Source: an optimization exercise on an open RTL-to-GDS flow (aim: small area, a short achievable clock period and few clock cycles per item). Production flows keep margins and buffers that such runs may drop. The RTL was checked by simulation tests, not by an equivalence proof against the original design.

== the baseline ==
==> flow/design.v (excerpt) <==
module window_clipped_box_coverage_core #(
  parameter int MAX_DIM   = wcbc_pkg::MAX_DIM_DEF,
  parameter int AREA_BITS = wcbc_pkg::AREA_BITS_DEF
) (
  input  logic                  clk,
  input  logic                  rst_n,
  input  logic                  in_valid,
  input  logic [77:0]           in_item,
  output logic                  in_stall,
  output logic                  out_valid,
  output logic [80:0]           out_item,
  input  logic                  out_stall,
  input  logic                  cfg_psel,
  input  logic                  cfg_penable,
  input  logic                  cfg_pwrite,
  input  logic [wcbc_pkg::CFG_ADDR_W-1:0] cfg_paddr,
  input  logic [wcbc_pkg::CFG_DATA_W-1:0] cfg_pwdata,
  output logic [wcbc_pkg::CFG_DATA_W-1:0] cfg_prdata,
  output logic                  cfg_pready
);
==> flow/config.mk <==
export PLATFORM = sky130hd
export DESIGN_NAME = window_clipped_box_coverage_core
export DESIGN_NICKNAME = window_clipped_box_coverage_core
export VERILOG_FILES = /design/flow/design.v
export SDC_FILE = /design/flow/constraint.sdc
export NUM_CORES = 4
export LEC_CHECK = 0
export CAP_MARGIN = 20
export CORE_MARGIN = 2
export CORE_UTILIZATION = 40
export SETUP_SLACK_MARGIN = 5
export SLEW_MARGIN = 20
==> flow/constraint.sdc <==
create_clock -name core_clock -period 10.0 [get_ports {clk}]
set_input_delay 2.0000 -clock core_clock [delete_from_list [all_inputs] [get_ports {clk}]]
set_output_delay 2.0000 -clock core_clock [all_outputs]
set_load 0.01 [all_outputs]
run.sh (not shown) runs the stock make flow with config.mk's settings and CLKGATE_MAP_FILE= SYNTH_SCRIPT=/design/flow/synth_recipe.tcl, a recipe that flattens the netlist after the stock synthesis.
The baseline: full flow OK, the timing, design-rule and antenna checks passed
Testbench counts of the baseline, summed over its fixed seeds: cycles 12,854, items 10,966.
Setup changes, the baseline to the candidate
diff --git a/flow/design.v b/flow/design.v
--- a/flow/design.v
+++ b/flow/design.v
@@ -206,15 +206,21 @@
     end else begin
       r_box_r <= take & is_box;
       r_beg_r <= take & is_beg;
       r_end_r <= take & is_end;
       bph_r   <= 2'd0;
     end
   end
+  logic r_swap;
+  assign r_swap = r_hold & ((bph_r == 2'd1) | ((bph_r == 2'd0) & ~d_hit_r));
   always_ff @(posedge clk) begin
+    if (r_swap) begin
+      rx1_r <= ry1_r;
+      ry1_r <= rx1_r;
+    end
     if (!r_hold) begin
       rx0_r  <= bl;
       ry0_r  <= bt;
       rnzx_r <= |bw;
       rnzy_r <= |bh;
       if (is_beg) begin
         rx1_r <= (iw > 13'd4096) ? 14'd4096 : {1'b0, iw};
@@ -267,15 +273,15 @@
       sel_beg_r <= (bph_r == 2'd0);
     end else begin
       sel_beg_r <= take & is_beg & ~(r_box_r & hx & hy);
     end
   end
   assign sel_beg = sel_beg_r;
   assign ma      = sel_beg ? (ra_r[16] ? 17'h10000 : ra_r) : {4'd0, dy_r};
-  assign mb      = sel_beg ? (bph_r[0] ? ry1_r[12:0] : rx1_r[12:0]) : dx_r;
+  assign mb      = sel_beg ? rx1_r[12:0] : dx_r;
   function automatic logic [28:0] csa_s(input logic [28:0] x, input logic [28:0] y, input logic [28:0] z);
     csa_s = x ^ y ^ z;
   endfunction
   function automatic logic [28:0] csa_c(input logic [28:0] x, input logic [28:0] y, input logic [28:0] z);
     csa_c = {((x[27:0] & y[27:0]) | (x[27:0] & z[27:0]) | (y[27:0] & z[27:0])), 1'b0};
   endfunction
   logic [28:0] pp [0:12];
@@ -322,33 +328,53 @@
   end
   logic [40:0] xs;
   logic [39:0] s_full;
   logic        sov_r;
   assign xs     = {1'b0, (p_bw_r ? 40'd0 : s_r)} + {12'd0, ps_r} + {12'd0, pc_r};
   assign s_full = s_r | {40{sov_r}};
   logic [12:0] wv;
-  logic [15:0] plo, pz;
+  logic [15:0] pz, cg, cp;
   logic        c16, nz16;
-  logic [13:0] hs, hc, ls, lc, lo_t, hi_t;
-  logic        hco, lco;
-  assign wv = p_bh_r ? ry1_r[12:0] : rx1_r[12:0];
-  wcbc_bk_add #(.N(16)) u_plo (.a(ps_r[15:0]), .b(pc_r[15:0]), .cin(1'b0), .s(plo), .cout(c16));
+  logic [13:0] hs, hc, ls, lc, lmaj, nps, npc;
+  logic [14:0] hi_x, lo_x;
+  logic [13:0] lo_t, hi_t;
+  assign wv = ry1_r[12:0];
+  assign cg = ps_r[15:0] & pc_r[15:0];
+  assign cp = ps_r[15:0] | pc_r[15:0];
+  always_comb begin
+    logic [7:0] g1, p1;
+    logic [3:0] g2, p2;
+    logic [1:0] g3, p3;
+    for (int i = 0; i < 8; i++) begin
+      g1[i] = cg[2*i+1] | (cp[2*i+1] & cg[2*i]);
+      p1[i] = cp[2*i+1] & cp[2*i];
+    end
+    for (int i = 0; i < 4; i++) begin
+      g2[i] = g1[2*i+1] | (p1[2*i+1] & g1[2*i]);
+      p2[i] = p1[2*i+1] & p1[2*i];
+    end
+    for (int i = 0; i < 2; i++) begin
+      g3[i] = g2[2*i+1] | (p2[2*i+1] & g2[2*i]);
+      p3[i] = p2[2*i+1] & p2[2*i];
+    end
+    c16 = g3[1] | (p3[1] & g3[0]);
+  end
   assign pz   = (ps_r[15:0] ^ pc_r[15:0]) ^ {(ps_r[14:0] | pc_r[14:0]), 1'b0};
   assign nz16 = |pz;
-  assign hs = {1'b0, wv} ^ {1'b0, ps_r[28:16]} ^ {1'b0, pc_r[28:16]};
-  assign hc = {(wv & ps_r[28:16]) | (wv & pc_r[28:16]) | (ps_r[28:16] & pc_r[28:16]), 1'b0};
-  wcbc_bk_add #(.N(14)) u_hi (.a(hs), .b(hc), .cin(c16), .s(hi_t), .cout(hco));
-  logic [13:0] nps, npc;
-  assign nps = ~{1'b0, ps_r[28:16]};
-  assign npc = ~{1'b0, pc_r[28:16]};
-  assign ls  = {1'b0, wv} ^ nps ^ npc;
-  logic [13:0] lmaj;
+  assign hs   = {1'b0, wv} ^ {1'b0, ps_r[28:16]} ^ {1'b0, pc_r[28:16]};
+  assign hc   = {(wv & ps_r[28:16]) | (wv & pc_r[28:16]) | (ps_r[28:16] & pc_r[28:16]), 1'b0};
+  assign hi_x = {hs, 1'b1} + {hc, c16};
+  assign hi_t = hi_x[14:1];
+  assign nps  = ~{1'b0, ps_r[28:16]};
+  assign npc  = ~{1'b0, pc_r[28:16]};
+  assign ls   = {1'b0, wv} ^ nps ^ npc;
   assign lmaj = ({1'b0, wv} & nps) | ({1'b0, wv} & npc) | (nps & npc);
   assign lc   = {lmaj[12:0], ~c16};
-  wcbc_bk_add #(.N(14)) u_lo (.a(ls), .b(lc), .cin(~nz16), .s(lo_t), .cout(lco));
+  assign lo_x = {ls, 1'b1} + {lc, ~nz16};
+  assign lo_t = lo_x[14:1];
   always_ff @(posedge clk) begin
     if (!rst_n) begin
       s_r   <= '0;
       sov_r <= 1'b0;
       c_r   <= '0;
       wl_r  <= '0;
       wr_r  <= '0;
## What came out
The candidate ended with every stage complete and zero timing, DRC or antenna violations.
Number of buffers inserted during clock tree synthesis ended up about 8% lower on the candidate than on the baseline.
Via count on the candidate is up relative to the baseline.
Delta (the candidate minus the baseline): post-detailed-route via-to-cell ratio higher, number of clock buffers in the layout shows a reduction of 9, data required time at the worst endpoint fell by 0.09 ns, global-route total usage across every layer saw an increase.
| critical path depth | lower: the baseline |
Compared with the baseline, the candidate shows a utilization that is 1.1 points lower.
Between the baseline and the candidate, the register-to-register slack is higher for the candidate.
Summary — die boundary width, the candidate relative to the baseline: higher, by about 0.7%.
| arrival time at the worst endpoint | the candidate vs the baseline | 0.24 ns lower |
Testbench counts of the candidate, summed over its fixed seeds: cycles 12,854, items 10,966.

afterwards: timing with drivers on the ports:
The results above use ideal ports. As a check the final layouts listed here were re-extracted and re-timed, cells and wires unchanged.
Step 1 (the two cells are an assumption about what drives the block):
set clk [get_ports {clk}]
set_driving_cell -lib_cell sky130_fd_sc_hd__clkbuf_16 $clk
set_driving_cell -lib_cell sky130_fd_sc_hd__buf_2 [delete_from_list [all_inputs] $clk]
Step 2 times the ports against the registers' clock, not the clock port: input delays grow and output delays shrink by t, the midpoint of the rising clock arrivals with the driver on.
Three values: no drivers, after step 1, after step 2; two values: the first two.
| run | t (ns) | slack for setup (ns) | worst setup path after step 2 | latest minus earliest clock arrival (ns) | slew at the worst register clock pin (ns) |
|---|---|---|---|---|---|
| the baseline | 0.697 | 4.688 / 4.688 / 4.688 | register to register | 0.033 / 0.033 | 0.07 / 0.07 |
| the candidate | 0.730 | 4.832 / 4.832 / 4.726 | input to register | 0.043 / 0.043 | 0.07 / 0.07 |
After both steps every run listed still meets setup and hold. The setup slack of the candidate, which loses most, moves by 0.000 ns with the drivers and by -0.106 ns with both steps.
